Context: an optimization exercise on an open-source flow, tuned for small area. The choices shown serve that exercise and are no tape-out recipe. Function was checked by simulation only, so behaviour that the tests miss may differ from the original. Power is estimated from default activity; no workload was simulated.

`flow/design.v`:
```
module sra_wr_bit (
  input  logic b, h, k,
  input  logic m, hd, q,
  output logic d
);
  assign d = (b & m) | (h & hd) | (k & q);
endmodule
module sra_sel_drv (
  input  logic a,
  output logic y
);
  assign y = !a;
endmodule
module sra_ao222n (
  input  logic a1, a2, b1, b2, c1, c2,
  output logic y
);
  assign y = !((a1 & a2) | (b1 & b2) | (c1 & c2));
endmodule
module sra_rd_bit (
  input  logic [16:0] s,
  input  logic [16:0] v,
  output logic        d
);
  logic [5:0] y;
  for (genvar g = 0; g < 5; g++) begin : g_ao
    sra_ao222n u_ao (
      .a1(s[3*g]), .a2(v[3*g]), .b1(s[3*g+1]), .b2(v[3*g+1]), .c1(s[3*g+2]), .c2(v[3*g+2]),
      .y(y[g])
    );
  end
  assign y[5] = !((s[15] & v[15]) | (s[16] & v[16]));
  assign d = !(&y);
endmodule
module sra_reg_slave #(
  parameter int DATA_WIDTH_BYTES = 4,
  parameter int ADDR_WIDTH       = 8,
  parameter int M_USER_BITS      = 2,
  parameter int S_USER_BITS      = 2,
  parameter int NUM_REGS         = 16
) (
  input  logic                               clk,
  input  logic                               rst,
  input  logic                               m_valid,
  output logic                               m_ready,
  input  logic [DATA_WIDTH_BYTES*8-1:0]      m_data,
  input  logic [M_USER_BITS-1:0]             m_user,
  input  logic [ADDR_WIDTH-1:0]              m_addr,
  output logic                               s_valid,
  input  logic                               s_ready,
  output logic [DATA_WIDTH_BYTES*8-1:0]      s_data,
  output logic [S_USER_BITS-1:0]             s_user,
  output logic [ADDR_WIDTH-1:0]              s_addr,
  input  logic                               hw_wr_en,
  input  logic [$clog2(NUM_REGS)-1:0]        hw_wr_addr,
  input  logic [DATA_WIDTH_BYTES*8-1:0]      hw_wr_data,
  output logic [NUM_REGS*DATA_WIDTH_BYTES*8-1:0] reg_q,
  output logic [NUM_REGS-1:0]                bus_wr_pulse
);
  localparam int DW = DATA_WIDTH_BYTES * 8;
  localparam int IW = $clog2(NUM_REGS);
  logic                    slot_q;
  logic [DW-1:0]           s_data_q;
  logic [DW-1:0]           s_data_d;
  logic [ADDR_WIDTH-1:0]   s_addr_q;
  logic [DW-1:0]           regs_q [NUM_REGS];
  logic [DW-1:0]           regs_d [NUM_REGS];
  logic                    pulse_q;    
  logic                    accept;
  logic                    is_wr;
  logic                    in_range;
  logic                    hold;
  logic [IW-1:0]           idx;
  logic [NUM_REGS-1:0]     nb, nh;     
  logic [NUM_REGS-1:0]     nwb, nwh, nwk;  
  logic [NUM_REGS-1:0]     wb, wh, wk;  
  logic [NUM_REGS-1:0]     nrsel;      
  logic [NUM_REGS-1:0]     rsel;       
  logic                    rk;         
  assign s_valid  = slot_q;
  assign m_ready  = !slot_q || s_ready;
  assign accept   = m_valid && m_ready;
  assign is_wr    = m_user[0];
  assign in_range = {1'b0, m_addr} < (ADDR_WIDTH+1)'(NUM_REGS);
  assign idx      = m_addr[IW-1:0];
  assign hold     = slot_q && !s_ready;
  always_comb begin
    for (int i = 0; i < NUM_REGS; i++) begin
      nb[i]    = !(!rst && accept && is_wr && in_range && (idx == IW'(i)));
      nh[i]    = !(!rst && hw_wr_en && (hw_wr_addr == IW'(i)));
      nwb[i]   = nb[i];
      nwh[i]   = nh[i] || !nb[i];
      nwk[i]   = !(!rst && nb[i] && nh[i]);
      nrsel[i] = !(!hold && in_range && (idx == IW'(i)));
    end
  end
  for (genvar gi = 0; gi < NUM_REGS; gi++) begin : g_sel
    sra_sel_drv u_wb (.a(nwb[gi]), .y(wb[gi]));
    sra_sel_drv u_wh (.a(nwh[gi]), .y(wh[gi]));
    sra_sel_drv u_wk (.a(nwk[gi]), .y(wk[gi]));
    sra_sel_drv u_rs (.a(nrsel[gi]), .y(rsel[gi]));
  end
  sra_sel_drv u_rk (.a(!hold), .y(rk));
  for (genvar gi = 0; gi < NUM_REGS; gi++) begin : g_reg
    for (genvar gb = 0; gb < DW; gb++) begin : g_bit
      sra_wr_bit u_wr (
        .b(wb[gi]), .h(wh[gi]), .k(wk[gi]),
        .m(m_data[gb]), .hd(hw_wr_data[gb]), .q(regs_q[gi][gb]),
        .d(regs_d[gi][gb])
      );
    end
  end
  for (genvar gb = 0; gb < DW; gb++) begin : g_rd
    logic [NUM_REGS-1:0] col;
    for (genvar gi = 0; gi < NUM_REGS; gi++) begin : g_col
      assign col[gi] = regs_d[gi][gb];
    end
    sra_rd_bit u_rd (
      .s({rk, rsel}), .v({s_data_q[gb], col}),
      .d(s_data_d[gb])
    );
  end
  always_ff @(posedge clk) begin
    slot_q   <= !rst && ((accept && !is_wr) || hold);
    pulse_q  <= !rst && accept && is_wr && in_range;
    s_data_q <= s_data_d;
    if (!hold) begin
      s_addr_q <= m_addr;
    end
    for (int i = 0; i < NUM_REGS; i++) begin
      regs_q[i] <= regs_d[i];
    end
  end
  assign s_data       = s_data_q;
  assign s_user       = {1'b0, s_addr_q >= ADDR_WIDTH'(NUM_REGS)};
  assign s_addr       = s_addr_q;
  always_comb begin
    for (int i = 0; i < NUM_REGS; i++) begin
      bus_wr_pulse[i] = pulse_q && (s_addr_q[IW-1:0] == IW'(i));
    end
  end
  for (genvar gi = 0; gi < NUM_REGS; gi++) begin : g_flat
    assign reg_q[gi*DW +: DW] = regs_q[gi];
  end
endmodule
```
`flow/constraint.sdc`:
```
create_clock -name core_clock -period 4.0 [get_ports {clk}]
set_input_delay 0.8000 -clock core_clock [delete_from_list [all_inputs] [get_ports {clk}]]
set_output_delay 0.8000 -clock core_clock [all_outputs]
set_load 0.01 [all_outputs]
```
`flow/standard.sh`:
```
#!/bin/bash
# synth_recipe.tcl (not shown) runs the flow's synth.tcl, then flattens the netlist and writes it again
# the make line also repeats each setting of config.mk as NAME=value (left out here)
make -C /OpenROAD-flow-scripts/flow DESIGN_CONFIG=/design/flow/config.mk WORK_HOME=/design/flow/orfs CLKGATE_MAP_FILE= SYNTH_SCRIPT=/design/flow/synth_recipe.tcl "${@:-finish}"
```
`flow/flow/run.sh`:
```
#!/bin/bash
# Standard ORFS layout, with two changes: ports are buffered with the smallest
# buffer (buf_1) instead of the default pick, and the clock tree uses larger
# sink clusters, smaller buffers and no dummy loads. Every step's full output
# stays in the ORFS logs under orfs/logs; make's own output goes to flow_make.log.
set -euo pipefail
cd "$(dirname "$0")/.."
bash standard.sh \
  "BUFFER_PORTS_ARGS=-buffer_cell sky130_fd_sc_hd__buf_1" \
  "CTS_ARGS=-sink_clustering_enable -repair_clock_nets -dont_use_dummy_load -sink_clustering_size 14 -sink_clustering_max_diameter 45 -buf_list sky130_fd_sc_hd__clkbuf_8 -root_buf sky130_fd_sc_hd__clkbuf_16" \
  finish > flow_make.log 2>&1
```
`flow/config.mk`:
```
export PLATFORM = sky130hd
export DESIGN_NAME = sra_reg_slave
export DESIGN_NICKNAME = sra_reg_slave
export VERILOG_FILES = /design/flow/design.v
export SDC_FILE = /design/flow/constraint.sdc
export NUM_CORES = 4
export LEC_CHECK = 0
export CAP_MARGIN = 0
export CELL_PAD_IN_SITES_DETAIL_PLACEMENT = 1
export CELL_PAD_IN_SITES_GLOBAL_PLACEMENT = 1
export CORE_MARGIN = 2
export CORE_UTILIZATION = 30
export GPL_TIMING_DRIVEN = 0
export PLACE_DENSITY = 0.5
export SLEW_MARGIN = 0
export SYNTH_HIERARCHICAL = 1
```
==> flow_summary.yaml, run 1 <==
status:
  status: "no timing/DRC/antenna violations"
final_layout:
  syn_to_final_growth_pct: 28.9
  final_nets: 3001
  fill_cells: 8365
  drive_above_1_share_pct: 7.85
  final_util_pct: 39.1
synthesis:
  syn_inst: 2109
  synth_cell_types: 36
  ys_top_cells_by_count: "a222oi_1 (672), inv_1 (577), dfxtp_1 (546), nand2_1 (72), nand3_1 (37)"
  synth_top_flop_cell: "dfxtp_1"
  synth-seq-cells: 554
  async_reset_ff_share_pct: 0
  yosysSeqAreaShare_pct: 51.3
  synth_top_area_share_pct: 50.2
  yosysMostFrequentCell: "a222oi_1"
  yosysWarnings: 10
  netlist_top_cells_area: "dfxtp_1 (50%), a222oi_1 (31%), inv_1 (9.9%)"
  synth_edf_count: 8
  yosys.area.top_type: "dfxtp_1"
  syn_area_per_cell_um2: 10.3
  synth_area_um2: 21800
  syn_nets: 2192
sta:
  post-route-period-util_pct: 96.4
  tns_ns: 0
  slew_headroom_pct: 34.9
  max_freq_mhz: 259
  post-route-min-period_ns: 3.86
  rsz0062_at_grt: "false"
  tightest_slew_ns: 0.964
  finalHoldViolCount: 0
  hold_ws_ns: 0.485
  finalSetupViolations: 0
  fin_skew_ns: 0.0687
  slew_violations: 0
worst_setup_path:
  r2r-end: "s_data_q[8]"
  worstPathRequired_ns: 4.47
  critPathArrivalTime_ns: 4.32
  crit_path_max_incr_delay_ns: 0.87
  crit_chain: "buf_1 > nor4bb_1 > nand4_1 > nand2_1 > inv_2 > buf_12 > a222oi_1 > inv_1 > a222oi_1 > nand3_1 > or3_1"
  cp_max_fo: 19
  cp-endpoint: "s_data_q[19]"
  critPathLaunch: "m_addr[0]"
  slowest_stage: "nor4bb_1"
  crit_top_cell: "a222oi_1"
  r2r_setup_slack_ns: 0.25
  reg2reg_depth: 11
  r2r_start: "slot_q"
  start_kind: "input port"
  critical_path_class: "in2reg"
  end_kind: "flop"
global_route:
  grt_usage_pct: 40.1
  grt_pass1_vias: 26400
  antenna_found_initial: 5
  grt_first_pass_wirelength_um: 211000
  grt_max_degree: 26
  gr-total-overflow: 0
run:
  drv_cap: 0
route:
  drt_drc_violations_left: 0
  dr.pass1.iters: 13
  wire_per_inst_um: 40.8
  dr.first_iter.drc_count: 6091
  vias: 26200
  ant_nets: 0
  routed_via_density: 6.78
  wirelength_um: 158000
floorplan:
  start_util_pct: 30.4
  die_h_um: 273
  ios: 655
  coreArea_um2: 71700
  row_count: 98
  die-area_um2: 74800
  die_w_um: 273
clock_network:
  clkSinkCount: 554
  clockRootBuffer: "clkbuf_16"
  clock_path_buffers: 3
  cts.hold.buffers_added: 0
  cts_buffers: 90
  clkLatencyLatePin_ns: 0.62
  cts_tree: "built"
  htree_levels: 3
  cts.clk_slew.worst_paths_ns: 0.06
worst_hold_path:
  worstHoldStart: "m_addr[4]"
  hp-class: "in2reg"
placement:
  place_congestion: 0.861
  io_buffer_count: 652
  hpwl_um: 102000
pwr:
  ir_worst_vdd_mv: 0.183
  pwr_density_cell_nw_per_um2: 391
  leakage_nw: 14.0
==> where the power goes <==
| group | internal, mW | leakage [nW] | switching [mW] |
|---|---|---|---|
| Clock | 2.19 | 0.693 | 2.28 |
| Combinational | 0.173 | 8.79 | 0.686 |
| Sequential | 5.61 | 4.49 | 0.0509 |
==> stage by stage <==
step | total power [mW] | worst slack, ns | cells | area, µm²
3_3_place_gp | 6.52 | -1.03 | 3711 | 25400
5_1_grt | 11.3 | 0.00903 | 3868 | 28100
2_1_floorplan | 6.02 | 0.694 | 2109 | 21800
6_report | 11.0 | 0.143 | 3869 | 28100
4_1_cts | 11.0 | 0.194 | 3866 | 28100
3_5_place_dp | 6.60 | -0.324 | 3776 | 26700
==> registers in the layout, indices dropped and copies added, names as in the netlist <==
name and cells:
regs_q 512, pulse_q 1, s_addr_q 8, s_data_q 32
slot_q 1
==> routing by layer <==
metal / vias up / share of wire [%] / global-route usage, %
li1: 10400 / - / -
met1: 13500 / 36 / 48.9
met2: 1978 / 45 / 62.4
met3: 412 / 13 / 13.1
met4: 4 / 5.7 / 21.9
met5: - / 0.016 / 0
==> cell type report <==
type / count / area (µm²) / area share [%]
diodes: 3 / 7.51 / 0.0267
plain buffers: 16 / 81.3 / 0.290
clock buffers: 90 / 1340 / 4.77
inverters: 577 / 2170 / 7.71
multi-input cells: 962 / 8380 / 29.8
flip-flops and latches: 554 / 11200 / 39.8
well taps: 950 / 1190 / 4.23
repair buffers: 717 / 3750 / 13.4
==> Yosys stat by module, one instance, submodules excluded <==
| module | cells inside | copies in the design | flip-flops and latches | area (µm²) |
|---|---|---|---|---|
| sra_wr_bit | 2 | 512 | 0 | 13.8 |
| sra_reg_slave | 732 | 1 | 554 | 12100 |
| sra_rd_bit | 4 | 32 | 0 | 23.8 |
| sra_sel_drv | 1 | 65 | 0 | 3.75 |
| sra_ao222n | 1 | 160 | 0 | 10.0 |
==> kinds of logic after synthesis <==
kind of cell    share of synthesized area [%]
other cells                            0.0172
flops                                    51.3
simple gates                             5.66
compound gates                           32.8
buf+inv                                  10.3
==> critical path: cells and delay by family <==
| kind | cells | cell delay [ns] |
|---|---|---|
| AND/OR/NAND/NOR | 5 | 1.89 |
| buffers and inverters | 4 | 0.83 |
| AO/OA/AOI/OAI | 2 | 0.76 |
==> worst min path at each step <==
stage,end,slack (ns),depth (start not counted)
floorplan,regs_q[0][0],0.54,2
global placement,regs_q[11][20],0.48,2
detailed placement,regs_q[14][28],0.49,2
CTS,s_addr_q[6],0.47,1
global route,s_addr_q[6],0.48,1
finish,s_addr_q[4],0.48,1
==> layout by cell type, fill, tap and decap left out, drive strengths merged, types with 12 or more instances in the layout <==
cell type / Yosys / routed
clkbuf: 10 / 99
nand2: 72 / 72
inv: 577 / 577
nor2: 27 / 27
buf: 6 / 723
dfxtp: 546 / 546
nand4: 17 / 17
or3: 32 / 32
nand3: 37 / 37
a222oi: 672 / 672
a21oi: 12 / 12
a22o: 32 / 32
==> repair_timing <==
action,CTS,global route
gates resized for setup,0,2
setup buffers,0,0
endpoints found under the setup margin,0,1
==> run 2, diff against run 1 <==
==> flow/flow/run.sh (replaced) <==
#!/bin/bash
# Standard ORFS layout, with two changes: ports are buffered with the smallest
# buffer (buf_1) instead of the default pick, and the clock tree uses smaller
# buffers and no dummy loads. Every step's full output stays in the ORFS logs
# under orfs/logs; make's own output goes to flow_make.log.
set -euo pipefail
cd "$(dirname "$0")/.."
bash standard.sh \
  "BUFFER_PORTS_ARGS=-buffer_cell sky130_fd_sc_hd__buf_1" \
  "CTS_ARGS=-sink_clustering_enable -repair_clock_nets -dont_use_dummy_load -buf_list sky130_fd_sc_hd__clkbuf_8 -root_buf sky130_fd_sc_hd__clkbuf_16" \
  finish > flow_make.log 2>&1
--- a/flow/config.mk
+++ b/flow/config.mk
@@ -8,7 +8,4 @@
 export CAP_MARGIN = 0
-export CELL_PAD_IN_SITES_DETAIL_PLACEMENT = 1
-export CELL_PAD_IN_SITES_GLOBAL_PLACEMENT = 1
 export CORE_MARGIN = 2
 export CORE_UTILIZATION = 30
-export GPL_TIMING_DRIVEN = 0
 export PLACE_DENSITY = 0.5
==> run 2 against run 1 <==
Fmax rose by 9.6%. Clock power rose by 5.6%. Synthesized cell count did not move. Clock skew rose by 0.0039 ns. Area after synthesis did not move. Utilization rose by 0.53 points. Final area rose by 1.4%. Cell count rose by 1.8%. Hold slack improved by 0.011 ns. Via count rose by 1.7%. Non-clock buffer count rose by 63. Critical endpoint is now s_data_q[11]. Highest routed layer is now met4.
==> flow_summary.yaml, run 2 <==
clock_network:
  cts.hold.buffers_added: 0
  htree_levels: 3
  clock_path_buffers: 3
  cts_resized: 0
  cts_setup_buffers: 0
  cts_buffers: 100
  clockRootBuffer: "clkbuf_16"
  clkLatencyLatePin_ns: 0.63
  cts.clk_slew.worst_paths_ns: 0.06
  clkSinkCount: 554
  cts_tree: "built"
worst_setup_path:
  start_kind: "input port"
  slowest_stage: "a222oi_1"
  end_kind: "flop"
  crit_path_max_incr_delay_ns: 0.43
  critPathLaunch: "m_valid"
  crit_top_cell: "a222oi_1"
  worstPathRequired_ns: 4.47
  r2r_start: "slot_q"
  crit_chain: "buf_1 > and3b_1 > nand4_1 > o21ai_0 > inv_2 > buf_12 > a222oi_1 > inv_1 > a222oi_1 > nand2_1 > or3_1"
  critPathArrivalTime_ns: 3.99
  cp_max_fo: 10
  critical_path_class: "in2reg"
route:
  dr.pass1.iters: 17
  vias: 26700
  routed_via_density: 6.77
  ant_nets: 0
  dr.first_iter.drc_count: 7258
  wirelength_um: 147000
  wire_per_inst_um: 37.4
  drt_drc_violations_left: 0
pwr:
  switching_power_mw: 3.03
  pwr-share-comb_pct: 7.6
  pwr_density_cell_nw_per_um2: 395
  pwr-share-clk_pct: 42.0
  power_mw: 11.2
  swShare_pct: 27.0
  ir_worst_vdd_mv: 0.196
  pwr-share-seq_pct: 50.4
  leakage_nw: 14.4
  internal-power_mw: 8.21
synthesis:
  synth_top_flop_cell: "dfxtp_1"
  syn_inst: 2109
  async_reset_ff_share_pct: 0
  netlist_top_cells_area: "dfxtp_1 (50%), a222oi_1 (31%), inv_1 (9.9%)"
  synth_xor_area_share_pct: 0
  ys_top_cells_by_count: "a222oi_1 (672), inv_1 (577), dfxtp_1 (546), nand2_1 (72), nand3_1 (37)"
  synth_top_area_share_pct: 50.2
  yosys.area.top_type: "dfxtp_1"
  syn_area_per_cell_um2: 10.3
  synth_top_family_by_area: "compound AO/OA/AOI/OAI gates"
  synth_cell_types: 36
  synth_compound_area_share_pct: 32.8
  synth-seq-cells: 554
  yosysMostFrequentCell: "a222oi_1"
  synth_mux_area_share_pct: 0
  yosysWarnings: 10
  yosysSeqAreaShare_pct: 51.3
  synth_edf_count: 8
  yosys.area_share.adder_pct: 0
  yosys.area_share.simple_pct: 5.66
  synth_area_um2: 21800
  syn_nets: 2192
final_layout:
  largestRegisters: "regs_q (512), s_data_q (32), s_addr_q (8)"
  final_nets: 3074
  regMostFlops: "regs_q"
  layout_common_cells: "a222oi_1 (672), buf_1 (652), dfxtp_1 (546)"
  syn_to_final_growth_pct: 30.6
  drive_above_1_share_pct: 10.4
  num_antenna_cells: 0
  layout.cells.non_filler: 3939
  mostFrequentLayoutCell: "a222oi_1"
  largest_reg_flops: 512
placement:
  place_congestion: 0.930
  dp_cells: 3839
  hpwl_um: 96200
  io_buffer_count: 652
floorplan:
  die-area_um2: 74800
  die_h_um: 273
  die_w_um: 273
  coreArea_um2: 71700
  start_util_pct: 30.4
  ios: 655
  row_count: 98
sta:
  rsz0062_at_grt: "false"
  slew_headroom_pct: 9.88
  fin_skew_ns: 0.0726
  post-route-min-period_ns: 3.52
  post-route-period-util_pct: 88.0
  slew_violations: 0
  finalHoldViolCount: 0
  finalSetupViolations: 0
  tightest_slew_ns: 1.35
  max_freq_mhz: 284
worst_hold_path:
  hp-class: "reg2reg"
  worstHoldStart: "regs_q[5][23]"
global_route:
  grt_usage_pct: 37.2
  antenna_found_initial: 1
  grt_pass1_vias: 25300
  grt_first_pass_wirelength_um: 197000
  grt_max_degree: 33
  gr-total-overflow: 0
status:
  status: "no timing/DRC/antenna violations"
run:
  drv_cap: 0
==> run 2: cell counts after synthesis <==
No cell type changed its count.
==> run 2: worst max-delay path, delay by kind of cell <==
kind	cells	cell delay, ns
buf+inv	4	0.81
simple gates	4	1.27
compound gates	3	1.09
==> run 2: final cells by class <==
cell class	count	area (µm²)
fillers	7287	43300
multi-input cells	962	8380
flip-flops and latches	554	11200
inverters	577	2170
well taps	950	1190
clock buffers	100	1480
repair buffers	796	4080
==> run 2: kinds of logic (layout without fill, tap and decap cells) <==
family	after synthesis	count (layout)
simple gates	233	233
flops	554	554
compound gates	728	728
buf+inv	593	1473
other cells	1	1
==> run 2: power groups by stage <==
| stage | registers [mW] | logic, mW | clock network (mW) |
|---|---|---|---|
| 2_1_floorplan | 5.80 | 0.215 | 0 |
| 3_3_place_gp | 5.78 | 0.805 | 0 |
| 3_5_place_dp | 5.78 | 0.819 | 0 |
| 4_1_cts | 5.66 | 0.822 | 4.74 |
| 5_1_grt | 5.67 | 0.873 | 4.98 |
| 6_report | 5.67 | 0.860 | 4.72 |
==> run 2: stage by stage <==
stage	TNS (ns)	instance area (µm²)	worst slack, ns	hold slack [ns]	util, %
after CTS	0	28500	0.612	0.497	39.7
after global placement	-0.0791	27000	-0.0786	0.480	37.6
after detailed placement	-0.0254	27000	-0.0254	0.485	37.6
after global routing	0	28500	0.397	0.517	39.7
after floorplan	0	21800	0.694	0.537	-
final	0	28500	0.480	0.496	39.7
==> run 2: metal layers <==
layer | vias up | routed length, µm | track usage, %
met4 | 0 | 8050 | 20.0
met5 | - | 0 | 0
li1 | 10500 | - | -
met3 | 459 | 22500 | 12.9
met2 | 2614 | 64500 | 56.5
met1 | 13000 | 52500 | 46.1
==> run 2: path summary, 6_finish.rpt <==
| check | endpoint | slack (ns) | cells after the start |
|---|---|---|---|
| worst max-delay path | s_data_q[11] | 0.48 | 11 |
| worst min-delay path | regs_q[5][23] | 0.50 | 2 |
| worst max register to register | s_data_q[11] | 0.90 | 11 |
| worst min register to register | regs_q[5][23] | 0.50 | 2 |
==> run 2: Yosys stat by module (local to each module, per instance) <==
module,cells inside,copies in the design,flip-flops and latches
sra_reg_slave,732,1,554
sra_wr_bit,2,512,0
sra_sel_drv,1,65,0
sra_rd_bit,4,32,0
sra_ao222n,1,160,0
==> run 3, diff against run 2 <==
==> flow/flow/run.sh (replaced) <==
#!/bin/bash
# Standard ORFS layout with these changes:
# - ports are buffered with the smallest buffer (buf_1) instead of the default pick;
# - before repair_design, the inverters that drive the long select lines are
#   sized up (presize.tcl) instead of being buffered;
# - the clock tree uses sink clusters of up to 16 flip-flops, clkbuf_8 leaf
#   buffers and no dummy loads.
# Every step's full output stays in the ORFS logs under orfs/logs; make's own
# output goes to flow_make.log.
set -euo pipefail
cd "$(dirname "$0")/.."
bash standard.sh \
  "BUFFER_PORTS_ARGS=-buffer_cell sky130_fd_sc_hd__buf_1" \
  "PRE_RESIZE_TCL=$(pwd)/flow/presize.tcl" \
  "CTS_ARGS=-sink_clustering_enable -repair_clock_nets -dont_use_dummy_load -sink_clustering_size 16 -sink_clustering_max_diameter 80 -buf_list sky130_fd_sc_hd__clkbuf_8 -root_buf sky130_fd_sc_hd__clkbuf_16" \
  finish > flow_make.log 2>&1
==> flow/flow/presize.tcl (new file) <==
# Size up the inverters that drive a select line of a register or of the
# response data (fanout 16 or more, a net spanning the block), so that
# repair_design does not need to add buffers to them.
foreach inst [get_cells -filter "ref_name =~ sky130_fd_sc_hd__inv_*"] {
  set net [get_nets -of_objects [get_pins -of_objects $inst -filter "direction == output"]]
  set fanout [llength [get_pins -of_objects $net -filter "direction == input"]]
  if { $fanout >= 16 } {
    replace_cell $inst sky130_fd_sc_hd__inv_4
  }
}
--- a/flow/config.mk
+++ b/flow/config.mk
@@ -8,4 +8,7 @@
 export CAP_MARGIN = 0
+export CELL_PAD_IN_SITES_DETAIL_PLACEMENT = 1
+export CELL_PAD_IN_SITES_GLOBAL_PLACEMENT = 1
 export CORE_MARGIN = 2
 export CORE_UTILIZATION = 30
+export GPL_TIMING_DRIVEN = 0
 export PLACE_DENSITY = 0.5
==> run 3 against run 2 <==
Still clean. First-iteration DRC count decreased by 14%. Combinational power decreased by 5.7%. Routed wire length increased by 5.6%.
==> flow_summary.yaml, run 3 <==
status:
  status: "no timing/DRC/antenna violations"
route:
  drt_drc_violations_left: 0
  ant_nets: 0
  routed_via_density: 6.84
  dr.first_iter.drc_count: 6263
  vias: 25700
  dr.pass1.iters: 11
  wire_per_inst_um: 41.4
  wirelength_um: 156000
clock_network:
  cts.clk_slew.worst_paths_ns: 0.10
  htree_levels: 2
  cts_tree: "built"
  clkSinkCount: 554
  clkLatencyLatePin_ns: 0.59
  cts.hold.buffers_added: 0
  clock_path_buffers: 3
  cts_resized: 0
  clockRootBuffer: "clkbuf_16"
  cts_setup_buffers: 0
  cts_buffers: 44
worst_setup_path:
  start_kind: "input port"
  crit_top_cell: "a222oi_1"
  worstPathRequired_ns: 4.44
  crit_path_max_incr_delay_ns: 0.76
  slowest_stage: "nor4_4"
  end_kind: "flop"
  critPathArrivalTime_ns: 4.23
  cp_max_fo: 32
  critical_path_class: "in2reg"
  crit_chain: "buf_1 > nor4_4 > buf_4 > nand4_1 > nand2_1 > inv_4 > a222oi_1 > inv_1 > a222oi_1 > nand3_1 > or3_1"
pwr:
  ir_worst_vdd_mv: 0.250
  leakage_nw: 13.1
  pwr_density_cell_nw_per_um2: 366
synthesis:
  synth_cell_types: 36
  netlist_top_cells_area: "dfxtp_1 (50%), a222oi_1 (31%), inv_1 (9.9%)"
  yosysSeqAreaShare_pct: 51.3
  yosys.area.top_type: "dfxtp_1"
  syn_area_per_cell_um2: 10.3
  ys_top_cells_by_count: "a222oi_1 (672), inv_1 (577), dfxtp_1 (546), nand2_1 (72), nand3_1 (37)"
  synth_edf_count: 8
  synth_area_um2: 21800
  syn_nets: 2192
  synth_top_area_share_pct: 50.2
  synth_top_flop_cell: "dfxtp_1"
  synth-seq-cells: 554
  yosysWarnings: 10
  yosysMostFrequentCell: "a222oi_1"
  syn_inst: 2109
  async_reset_ff_share_pct: 0
final_layout:
  drive_above_1_share_pct: 4.24
  syn_to_final_growth_pct: 20.5
  largest_reg_flops: 512
  final_nets: 2890
  fill_cells: 8437
  final_util_pct: 36.6
  mostFrequentLayoutCell: "a222oi_1"
  layout_common_cells: "a222oi_1 (672), buf_1 (652), dfxtp_1 (546)"
  regMostFlops: "regs_q"
  largestRegisters: "regs_q (512), s_data_q (32), s_addr_q (8)"
floorplan:
  start_util_pct: 30.4
  die-area_um2: 74800
  die_h_um: 273
  die_w_um: 273
  ios: 655
  coreArea_um2: 71700
  row_count: 98
sta:
  max_freq_mhz: 263
  fin_skew_ns: 0.0546
  post-route-min-period_ns: 3.80
  slew_headroom_pct: 37.5
  post-route-period-util_pct: 94.9
  slew_violations: 0
  rsz0062_at_grt: "false"
  tightest_slew_ns: 0.926
  tns_ns: 0
  finalHoldViolCount: 0
  finalSetupViolations: 0
  fin_ws_ns: 0.204
global_route:
  grt_usage_pct: 39.4
  antenna_found_initial: 4
  grt_pass1_vias: 25500
  grt_first_pass_wirelength_um: 207000
  gr-total-overflow: 0
  grt_max_degree: 33
placement:
  preCtsSetupSlack_ns: -0.434
  hpwl_um: 86000
  io_buffer_count: 652
  place_congestion: 0.861
run:
  drv_cap: 0
worst_hold_path:
  hp-class: "in2reg"
==> run 3: cell counts after synthesis <==
No cell type changed its count.
==> run 3: critical path, delay by kind of cell <==
family | cells | cell delay (ns)
and+or+nand+nor | 5 | 1.77
AOI/OAI and AO/OA | 2 | 0.84
buffers and inverters | 4 | 0.82
==> run 3: Yosys stat by module, one instance, submodules excluded <==
module	flip-flops and latches	cell area, µm²	cells
sra_ao222n	0	10.0	1
sra_rd_bit	0	23.8	4
sra_reg_slave	554	12100	732
sra_sel_drv	0	3.75	1
sra_wr_bit	0	13.8	2
==> run 3: layout make-up <==
type | instances | area (µm²) | share of cell area (%)
multi-input cells | 962 | 8380 | 31.9
flip-flops and latches | 554 | 11200 | 42.5
diodes | 4 | 10.0 | 0.0381
inverters | 577 | 2330 | 8.87
well taps | 950 | 1190 | 4.53
clock buffers | 44 | 662 | 2.52
repair buffers | 652 | 2450 | 9.32
plain buffers | 16 | 76.3 | 0.291
==> run 3: worst paths after layout <==
kind                   from              to  slack [ns]  depth (start not counted)
max reg2reg          slot_q     s_data_q[2]        0.43                         10
max               m_addr[7]     s_data_q[8]        0.20                         11
min               m_addr[6]     s_addr_q[6]        0.49                          1
min reg2reg  regs_q[13][30]  regs_q[13][30]        0.51                          2
==> run 3: cell families after synthesis <==
family          share of synthesized area, %
compound gates                          32.8
other cells                           0.0172
simple gates                            5.66
flops                                   51.3
buf+inv                                 10.3
==> run 3: power breakdown <==
group | leakage [nW] | internal (mW) | total, mW | switching, mW
clock network | 0.342 | 1.11 | 3.15 | 2.04
logic | 8.22 | 0.129 | 0.811 | 0.681
registers | 4.49 | 5.60 | 5.65 | 0.0509
==> run 3: per-layer routing <==
metal  up-vias  part of all wire, %  track usage [%]
li1      10100                    -                -
met1     13100                   37             48.5
met2      2040                   45             62.6
met3       383                   13             11.3
met4         4                  5.6             20.1
met5         -                0.017                0
==> run 3: through the flow <==
stage	instances	hold WS, ns	power (mW)	instance area (µm²)
2_1_floorplan	2109	0.537	6.02	21800
3_3_place_gp	3711	0.479	6.52	25400
3_5_place_dp	3711	0.488	6.55	25600
4_1_cts	3755	0.468	9.63	26200
5_1_grt	3756	0.481	9.87	26300
6_report	3759	0.488	9.62	26300
==> run 4, diff against run 3 <==
--- a/flow/flow/run.sh
+++ b/flow/flow/run.sh
@@ -5,3 +5,3 @@
 #   sized up (presize.tcl) instead of being buffered;
-# - the clock tree uses sink clusters of up to 16 flip-flops, clkbuf_8 leaf
+# - the clock tree uses sink clusters of up to 14 flip-flops, clkbuf_8 leaf
 #   buffers and no dummy loads.
@@ -14,3 +14,3 @@
   "PRE_RESIZE_TCL=$(pwd)/flow/presize.tcl" \
-  "CTS_ARGS=-sink_clustering_enable -repair_clock_nets -dont_use_dummy_load -sink_clustering_size 16 -sink_clustering_max_diameter 80 -buf_list sky130_fd_sc_hd__clkbuf_8 -root_buf sky130_fd_sc_hd__clkbuf_16" \
+  "CTS_ARGS=-sink_clustering_enable -repair_clock_nets -dont_use_dummy_load -sink_clustering_size 14 -sink_clustering_max_diameter 70 -buf_list sky130_fd_sc_hd__clkbuf_8 -root_buf sky130_fd_sc_hd__clkbuf_16" \
   finish > flow_make.log 2>&1
--- a/flow/config.mk
+++ b/flow/config.mk
@@ -14,2 +14,3 @@
 export PLACE_DENSITY = 0.5
+export SETUP_SLACK_MARGIN = 0.2
 export SLEW_MARGIN = 0
==> run 4 against run 3 <==
Critical endpoint unchanged. Sequential share of layout area down 0.15 points. Hold slack about the same. Cell count up 0.16%. Clock power up 4%. Sequential power about the same. Flip-flop and latch count unchanged. Highest routed layer unchanged.
==> flow_summary.yaml, run 4 <==
status:
  status: "no timing/DRC/antenna violations"
worst_setup_path:
  worstPathRequired_ns: 4.49
  crit_top_cell: "a222oi_1"
  r2r-end: "s_data_q[2]"
  crit_family: "simple AND/OR/NAND/NOR gates"
  crit_path_max_incr_delay_ns: 0.43
  path_buf_inv: 4
  r2r_start: "slot_q"
  critPathArrivalTime_ns: 4.09
  cp_max_fo: 32
  crit_chain: "buf_1 > clkbuf_1 > and4b_1 > nand4_1 > nand2_1 > inv_4 > a222oi_1 > inv_1 > a222oi_1 > nand3_1 > or3_1"
  start_kind: "input port"
  critical_path_class: "in2reg"
  slowest_stage: "a222oi_1"
  r2r_setup_slack_ns: 0.42
  end_kind: "flop"
  reg2reg_depth: 10
clock_network:
  htree_levels: 2
  cts.hold.buffers_added: 0
  clkSinkCount: 554
  clkLatencyLatePin_ns: 0.61
  cts_tree: "built"
  cts.clk_slew.worst_paths_ns: 0.10
  clockRootBuffer: "clkbuf_16"
  cts_buffers: 49
  clock_path_buffers: 3
synthesis:
  syn_area_per_cell_um2: 10.3
  synth_top_family_by_area: "compound AO/OA/AOI/OAI gates"
  synth_mux_area_share_pct: 0
  synth_xor_area_share_pct: 0
  yosysSeqAreaShare_pct: 51.3
  yosys.area_share.adder_pct: 0
  synth_area_um2: 21800
  yosys.area_share.simple_pct: 5.66
  synth_top_area_share_pct: 50.2
  async_reset_ff_share_pct: 0
  yosysWarnings: 10
  syn_inst: 2109
  synth_cell_types: 36
  synth_edf_count: 8
  yosys.area.top_type: "dfxtp_1"
  ys_top_cells_by_count: "a222oi_1 (672), inv_1 (577), dfxtp_1 (546), nand2_1 (72), nand3_1 (37)"
  yosysMostFrequentCell: "a222oi_1"
  syn_nets: 2192
  netlist_top_cells_area: "dfxtp_1 (50%), a222oi_1 (31%), inv_1 (9.9%)"
  synth_top_flop_cell: "dfxtp_1"
  synth_compound_area_share_pct: 32.8
  synth-seq-cells: 554
final_layout:
  layout_common_cells: "a222oi_1 (672), buf_1 (652), dfxtp_1 (546)"
  design_area_um2: 26400
  syn_to_final_growth_pct: 20.9
  final_nets: 2898
  regMostFlops: "regs_q"
  largest_reg_flops: 512
  layout.cells.non_filler: 3765
  fill_cells: 8433
  drive_above_1_share_pct: 4.55
  mostFrequentLayoutCell: "a222oi_1"
  largestRegisters: "regs_q (512), s_data_q (32), s_addr_q (8)"
sta:
  max_freq_mhz: 278
  fin_skew_ns: 0.0553
  slew_headroom_pct: 38.6
  post-route-min-period_ns: 3.60
  finalSetupViolations: 0
  post-route-period-util_pct: 89.9
  tightest_slew_ns: 0.920
  slew_violations: 0
  tns_ns: 0
  finalHoldViolCount: 0
  fin_ws_ns: 0.403
  rsz0062_at_grt: "false"
global_route:
  antenna_found_initial: 5
  grt_usage_pct: 39.4
  grt_first_pass_wirelength_um: 207000
  gr-total-overflow: 0
  grt_pass1_vias: 25500
  grt_max_degree: 33
route:
  routed_via_density: 6.83
  drt_drc_violations_left: 0
  vias: 25700
  wirelength_um: 156000
  dr.pass1.iters: 10
  ant_nets: 0
  wire_per_inst_um: 41.3
  dr.first_iter.drc_count: 6285
run:
  drv_cap: 0
pwr:
  pwr_density_cell_nw_per_um2: 370
  power_mw: 9.75
  leakage_nw: 13.1
  ir_worst_vdd_mv: 0.232
floorplan:
  ios: 655
  row_count: 98
  die_w_um: 273
  die-area_um2: 74800
  start_util_pct: 30.4
  coreArea_um2: 71700
  die_h_um: 273
placement:
  preCtsSetupSlack_ns: -0.434
  placement.cell_area_um2: 25600
  dp_cells: 3711
  hpwl_um: 86000
  place_congestion: 0.861
  io_buffer_count: 652
worst_hold_path:
  whs_endpoint: "s_addr_q[6]"
  worstHoldStart: "m_addr[6]"
  hold_depth: 1
  hp-class: "in2reg"
==> run 4: cell families (layout without fill, tap and decap cells) <==
| family | Yosys count | after routing |
|---|---|---|
| AND/OR/NAND/NOR | 233 | 233 |
| flip-flops | 554 | 554 |
| other | 1 | 3 |
| AO/OA/AOI/OAI | 728 | 728 |
| buffers and inverters | 593 | 1297 |
==> run 4: cell type report <==
class / instances / area, µm² / area share (%)
Sequential cell: 554 / 11200 / 42.4
Multi-Input combinational cell: 962 / 8380 / 31.8
Timing Repair Buffer: 655 / 2470 / 9.37
Inverter: 577 / 2330 / 8.84
Tap cell: 950 / 1190 / 4.51
Clock buffer: 49 / 731 / 2.77
Buffer: 16 / 76.3 / 0.290
Antenna cell: 2 / 5.00 / 0.0190
==> run 4: through the flow <==
stage | hold WS [ns] | util (%)
floorplan | 0.537 | -
global placement | 0.479 | 35.4
detailed placement | 0.488 | 35.7
CTS | 0.481 | 36.7
global route | 0.487 | 36.7
finish | 0.488 | 36.7
==> run 4: per-module statistics from Yosys, one instance, submodules excluded <==
module / flip-flops and latches / copies in the design
sra_wr_bit: 0 / 512
sra_sel_drv: 0 / 65
sra_rd_bit: 0 / 32
sra_reg_slave: 554 / 1
sra_ao222n: 0 / 160
==> run 4: repair_timing <==
item	CTS	global route
setup endpoints to repair	4	17
pin swaps	0	1
buffers inserted	0	3
hold endpoints to repair	0	0
resized for setup	1	1
==> run 4: worst max path at each step <==
stage,from,end,slack [ns],depth (start not counted)
final,m_addr[0],s_data_q[8],0.40,11
after global routing,m_addr[3],s_data_q[7],0.24,11
after CTS,m_valid,s_data_q[24],0.32,10
after detailed placement,s_ready,s_data_q[8],-0.43,11
after global placement,s_ready,s_data_q[8],-1.03,11
after floorplan,s_ready,s_data_q[0],0.69,10
==> run 4: report_power, final <==
part | switching, mW | internal (mW) | leakage (nW)
Combinational | 0.680 | 0.131 | 8.24
Sequential | 0.0508 | 5.60 | 4.49
Clock | 2.07 | 1.22 | 0.378
==> run 4: metal layers <==
layer | part of all wire, % | global-route usage, % | vias up
li1 | - | - | 10200
met1 | 37 | 47.9 | 13200
met2 | 45 | 63.0 | 1983
met3 | 13 | 11.9 | 405
met4 | 5.5 | 19.8 | 4
met5 | 0.017 | 0 | -
==> run 5, diff against run 4 <==
--- a/flow/design.v
+++ b/flow/design.v
@@ -20,4 +20,4 @@
 module sra_rd_bit (
-  input  logic [16:0] s,
-  input  logic [16:0] v,
+  input  logic [17:0] s,
+  input  logic [17:0] v,
   output logic        d
@@ -25,3 +25,3 @@
   logic [5:0] y;
-  for (genvar g = 0; g < 5; g++) begin : g_ao
+  for (genvar g = 0; g < 6; g++) begin : g_ao
     sra_ao222n u_ao (
@@ -31,3 +31,2 @@
   end
-  assign y[5] = !((s[15] & v[15]) | (s[16] & v[16]));
   assign d = !(&y);
@@ -78,3 +77,4 @@
   logic [NUM_REGS-1:0]     rsel;       
-  logic                    rk;         
+  logic                    fwd;        
+  logic                    rk, rf;     
   assign s_valid  = slot_q;
@@ -86,2 +86,3 @@
   assign hold     = slot_q && !s_ready;
+  assign fwd      = hw_wr_en && (hw_wr_addr == idx);
   always_comb begin
@@ -93,3 +94,3 @@
       nwk[i]   = !(!rst && nb[i] && nh[i]);
-      nrsel[i] = !(!hold && in_range && (idx == IW'(i)));
+      nrsel[i] = !(!hold && in_range && !fwd && (idx == IW'(i)));
     end
@@ -103,2 +104,3 @@
   sra_sel_drv u_rk (.a(!hold), .y(rk));
+  sra_sel_drv u_rf (.a(!(!hold && in_range && fwd)), .y(rf));
   for (genvar gi = 0; gi < NUM_REGS; gi++) begin : g_reg
@@ -115,6 +117,6 @@
     for (genvar gi = 0; gi < NUM_REGS; gi++) begin : g_col
-      assign col[gi] = regs_d[gi][gb];
+      assign col[gi] = regs_q[gi][gb];
     end
     sra_rd_bit u_rd (
-      .s({rk, rsel}), .v({s_data_q[gb], col}),
+      .s({rk, rf, rsel}), .v({s_data_q[gb], hw_wr_data[gb], col}),
       .d(s_data_d[gb])
--- a/flow/flow/run.sh
+++ b/flow/flow/run.sh
@@ -5,3 +5,3 @@
 #   sized up (presize.tcl) instead of being buffered;
-# - the clock tree uses sink clusters of up to 14 flip-flops, clkbuf_8 leaf
+# - the clock tree uses sink clusters of up to 16 flip-flops, clkbuf_8 leaf
 #   buffers and no dummy loads.
@@ -14,3 +14,3 @@
   "PRE_RESIZE_TCL=$(pwd)/flow/presize.tcl" \
-  "CTS_ARGS=-sink_clustering_enable -repair_clock_nets -dont_use_dummy_load -sink_clustering_size 14 -sink_clustering_max_diameter 70 -buf_list sky130_fd_sc_hd__clkbuf_8 -root_buf sky130_fd_sc_hd__clkbuf_16" \
+  "CTS_ARGS=-sink_clustering_enable -repair_clock_nets -dont_use_dummy_load -sink_clustering_size 16 -sink_clustering_max_diameter 80 -buf_list sky130_fd_sc_hd__clkbuf_8 -root_buf sky130_fd_sc_hd__clkbuf_16" \
   finish > flow_make.log 2>&1
==> run 5 against run 4 <==
Still clean on timing, DRC and antenna. Hold slack got worse by 0.038 ns. Via count increased by 0.60%. Clock skew increased by 0.0085 ns. Area after synthesis increased by 0.89%. Final area increased by 0.27%. Clock power decreased by 6.7%. Sequential power about the same. Die area increased by 0.88%. Sequential share of layout area decreased by 0.11 points. First-iteration DRC count increased by 4.7%. Routed wire length decreased by 2.6%.
==> flow_summary.yaml, run 5 <==
status:
  status: "no timing/DRC/antenna violations"
sta:
  post-route-min-period_ns: 3.11
  rsz0062_at_grt: "false"
  finalHoldViolCount: 0
  fin_skew_ns: 0.0638
  slew_headroom_pct: 28.7
  post-route-period-util_pct: 77.9
  max_freq_mhz: 321
  finalSetupViolations: 0
  tightest_slew_ns: 1.07
  slew_violations: 0
placement:
  dp_cells: 3697
  placement.cell_area_um2: 25800
  hpwl_um: 85600
  place_congestion: 0.857
  io_buffer_count: 650
worst_setup_path:
  worstPathRequired_ns: 4.47
  slowest_stage: "buf_1"
  end_kind: "flop"
  cp_max_fo: 32
  critPathArrivalTime_ns: 3.58
  critical_path_class: "in2reg"
  start_kind: "input port"
  crit_top_cell: "buf_1"
  crit_path_max_incr_delay_ns: 0.82
  crit_chain: "buf_1 > nand2b_1 > buf_2 > buf_1 > nand4_1 > nand2_1 > inv_4 > a222oi_1 > inv_1"
final_layout:
  fill_cells: 8540
  layout_common_cells: "a222oi_1 (704), buf_1 (651), dfxtp_1 (546)"
  largestRegisters: "regs_q (512), s_data_q (32), s_addr_q (8)"
  design_area_um2: 26400
  layout.cells.non_filler: 3740
  mostFrequentLayoutCell: "a222oi_1"
  final_nets: 2865
  regMostFlops: "regs_q"
  syn_to_final_growth_pct: 20.2
  largest_reg_flops: 512
  drive_above_1_share_pct: 4.78
synthesis:
  synth-seq-cells: 554
  syn_inst: 2088
  synth_top_area_share_pct: 49.7
  synth_xor_area_share_pct: 0.159
  ys_top_cells_by_count: "a222oi_1 (704), inv_1 (579), dfxtp_1 (546), nand3_1 (36), and4_1 (33)"
  synth_top_family_by_area: "compound AO/OA/AOI/OAI gates"
  synth_mux_area_share_pct: 0
  yosys.area_share.simple_pct: 5.45
  synth_edf_count: 8
  yosys.area.top_type: "dfxtp_1"
  netlist_top_cells_area: "dfxtp_1 (50%), a222oi_1 (32%), inv_1 (9.9%)"
  yosys.area_share.adder_pct: 0
  synth_area_um2: 22000
  yosysMostFrequentCell: "a222oi_1"
  yosysSeqAreaShare_pct: 50.8
  syn_nets: 2171
  synth_compound_area_share_pct: 33.1
  async_reset_ff_share_pct: 0
  syn_area_per_cell_um2: 10.5
  synth_top_flop_cell: "dfxtp_1"
  synth_cell_types: 41
  yosysWarnings: 10
floorplan:
  ios: 655
  die_h_um: 275
  start_util_pct: 30.2
  coreArea_um2: 72700
  row_count: 99
  die_w_um: 275
  die-area_um2: 75500
global_route:
  grt_max_degree: 33
  grt_first_pass_wirelength_um: 202000
  gr-total-overflow: 0
  grt_usage_pct: 37.8
  grt_pass1_vias: 25100
  antenna_found_initial: 0
route:
  routed_via_density: 6.92
  dr.pass1.iters: 13
  drt_drc_violations_left: 0
  vias: 25900
  wirelength_um: 152000
  wire_per_inst_um: 40.5
  dr.first_iter.drc_count: 6580
  ant_nets: 0
run:
  drv_cap: 0
clock_network:
  clkSinkCount: 554
  cts.hold.buffers_added: 0
  cts_buffers: 42
  cts_tree: "built"
  clockRootBuffer: "clkbuf_16"
  clock_path_buffers: 3
  htree_levels: 2
  clkLatencyLatePin_ns: 0.61
  cts.clk_slew.worst_paths_ns: 0.10
  cts_resized: 0
  cts_setup_buffers: 0
pwr:
  ir_worst_vdd_mv: 0.195
  power_mw: 9.54
  leakage_nw: 12.6
  pwr_density_cell_nw_per_um2: 361
worst_hold_path:
  hp-class: "in2reg"
-- run 5: path summary, 6_finish.rpt --
check	startpoint	to	slack [ns]	depth (start not counted)
max reg2reg	slot_q	regs_q[5][19]	0.93	8
min reg2reg	regs_q[13][8]	regs_q[13][8]	0.51	2
min	m_addr[1]	s_addr_q[1]	0.45	1
max	s_ready	regs_q[5][19]	0.89	9
-- run 5: final cells by class --
cell class,instances,area [µm²],share of cell area [%]
antenna,1,2.50,0.00947
timing repair buffer,650,2440,9.23
buffer,24,134,0.507
multi-input combinational,931,8500,32.2
inverter,579,2340,8.85
sequential,554,11200,42.3
tap,959,1200,4.54
clock buffer,42,634,2.40
-- run 5: kinds of logic after synthesis --
| kind of cell | count (synthesis) |
|---|---|
| DFF | 554 |
| other | 1 |
| buffers and inverters | 603 |
| xor gates and xnor gates | 4 |
| AOI/OAI and AO/OA | 739 |
| and+or+nand+nor | 187 |
-- run 5: critical path, delay by kind of cell --
| family | cells | cell delay [ns] |
|---|---|---|
| buffers and inverters | 5 | 1.48 |
| AND/OR/NAND/NOR | 3 | 0.81 |
| AO/OA/AOI/OAI | 1 | 0.44 |
-- run 5: through the flow --
step | util (%) | TNS [ns] | worst slack, ns | hold WS [ns]
after floorplan | - | 0 | 1.10 | 0.540
after global placement | 35.2 | -107.67 | -0.575 | 0.486
after detailed placement | 35.5 | 0 | 0.357 | 0.492
after CTS | 36.3 | 0 | 0.941 | 0.428
after global routing | 36.3 | 0 | 0.675 | 0.454
final | 36.3 | 0 | 0.886 | 0.450
-- run 5: routing by layer --
| metal | routed length [µm] | part of all wire [%] | global-route usage, % |
|---|---|---|---|
| met5 | 0 | 0 | 0.0627 |
| met4 | 9280 | 6.1 | 21.4 |
| met2 | 67800 | 45 | 59.5 |
| met1 | 55900 | 37 | 46.5 |
| met3 | 18500 | 12 | 10.3 |
-- run 5: Yosys stat by module, one instance, submodules excluded --
module / cell area (µm²) / flip-flops and latches / cells / copies in the design
sra_reg_slave: 12300 / 554 / 742 / 1
sra_rd_bit: 13.8 / 0 / 2 / 32
sra_wr_bit: 13.8 / 0 / 2 / 512
sra_ao222n: 10.0 / 0 / 1 / 192
sra_sel_drv: 3.75 / 0 / 1 / 66
-- run 5: power by group --
group          internal, mW  total, mW  leakage (nW)  switching [mW]
sequential             5.60       5.67          4.49          0.0714
combinational         0.139      0.791          7.80           0.652
clock                  1.07       3.07         0.328            2.01

==> separate check: timing with driven ports <==
Ports are ideal in the flow. The routed layouts listed here were re-timed in OpenROAD.
Step 1 (the two cells are an assumption about what drives the block):
set clk [get_ports {clk}]
set_driving_cell -lib_cell sky130_fd_sc_hd__clkbuf_16 $clk
set_driving_cell -lib_cell sky130_fd_sc_hd__buf_2 [delete_from_list [all_inputs] $clk]
Step 2 also shifts input and output timing later by t, the mid clock arrival at the registers, as if the neighbouring blocks saw the same clock.
Slacks: ideal ports / drivers / drivers and shift; pairs: ideal ports / drivers.
run	t, ns	slack for setup (ns)	latest minus earliest clock arrival (ns)	cell pins on the clock port's net
run 1	0.651	0.143 / 0.118 / -0.534	0.082 / 0.083	1
run 2	0.654	0.480 / 0.515 / -0.139	0.079 / 0.080	1
run 3	0.636	0.204 / 0.243 / -0.393	0.064 / 0.064	1
run 4	0.651	0.403 / 0.417 / -0.206	0.067 / 0.067	1
run 5	0.641	0.886 / 0.902 / 0.279	0.080 / 0.080	1
Met with ideal ports but missed after step 2: setup timing in run 1, run 2, run 3 and run 4. For run 1, which loses most, drivers alone change the setup slack by -0.025 ns; drivers and shift together by -0.677 ns.
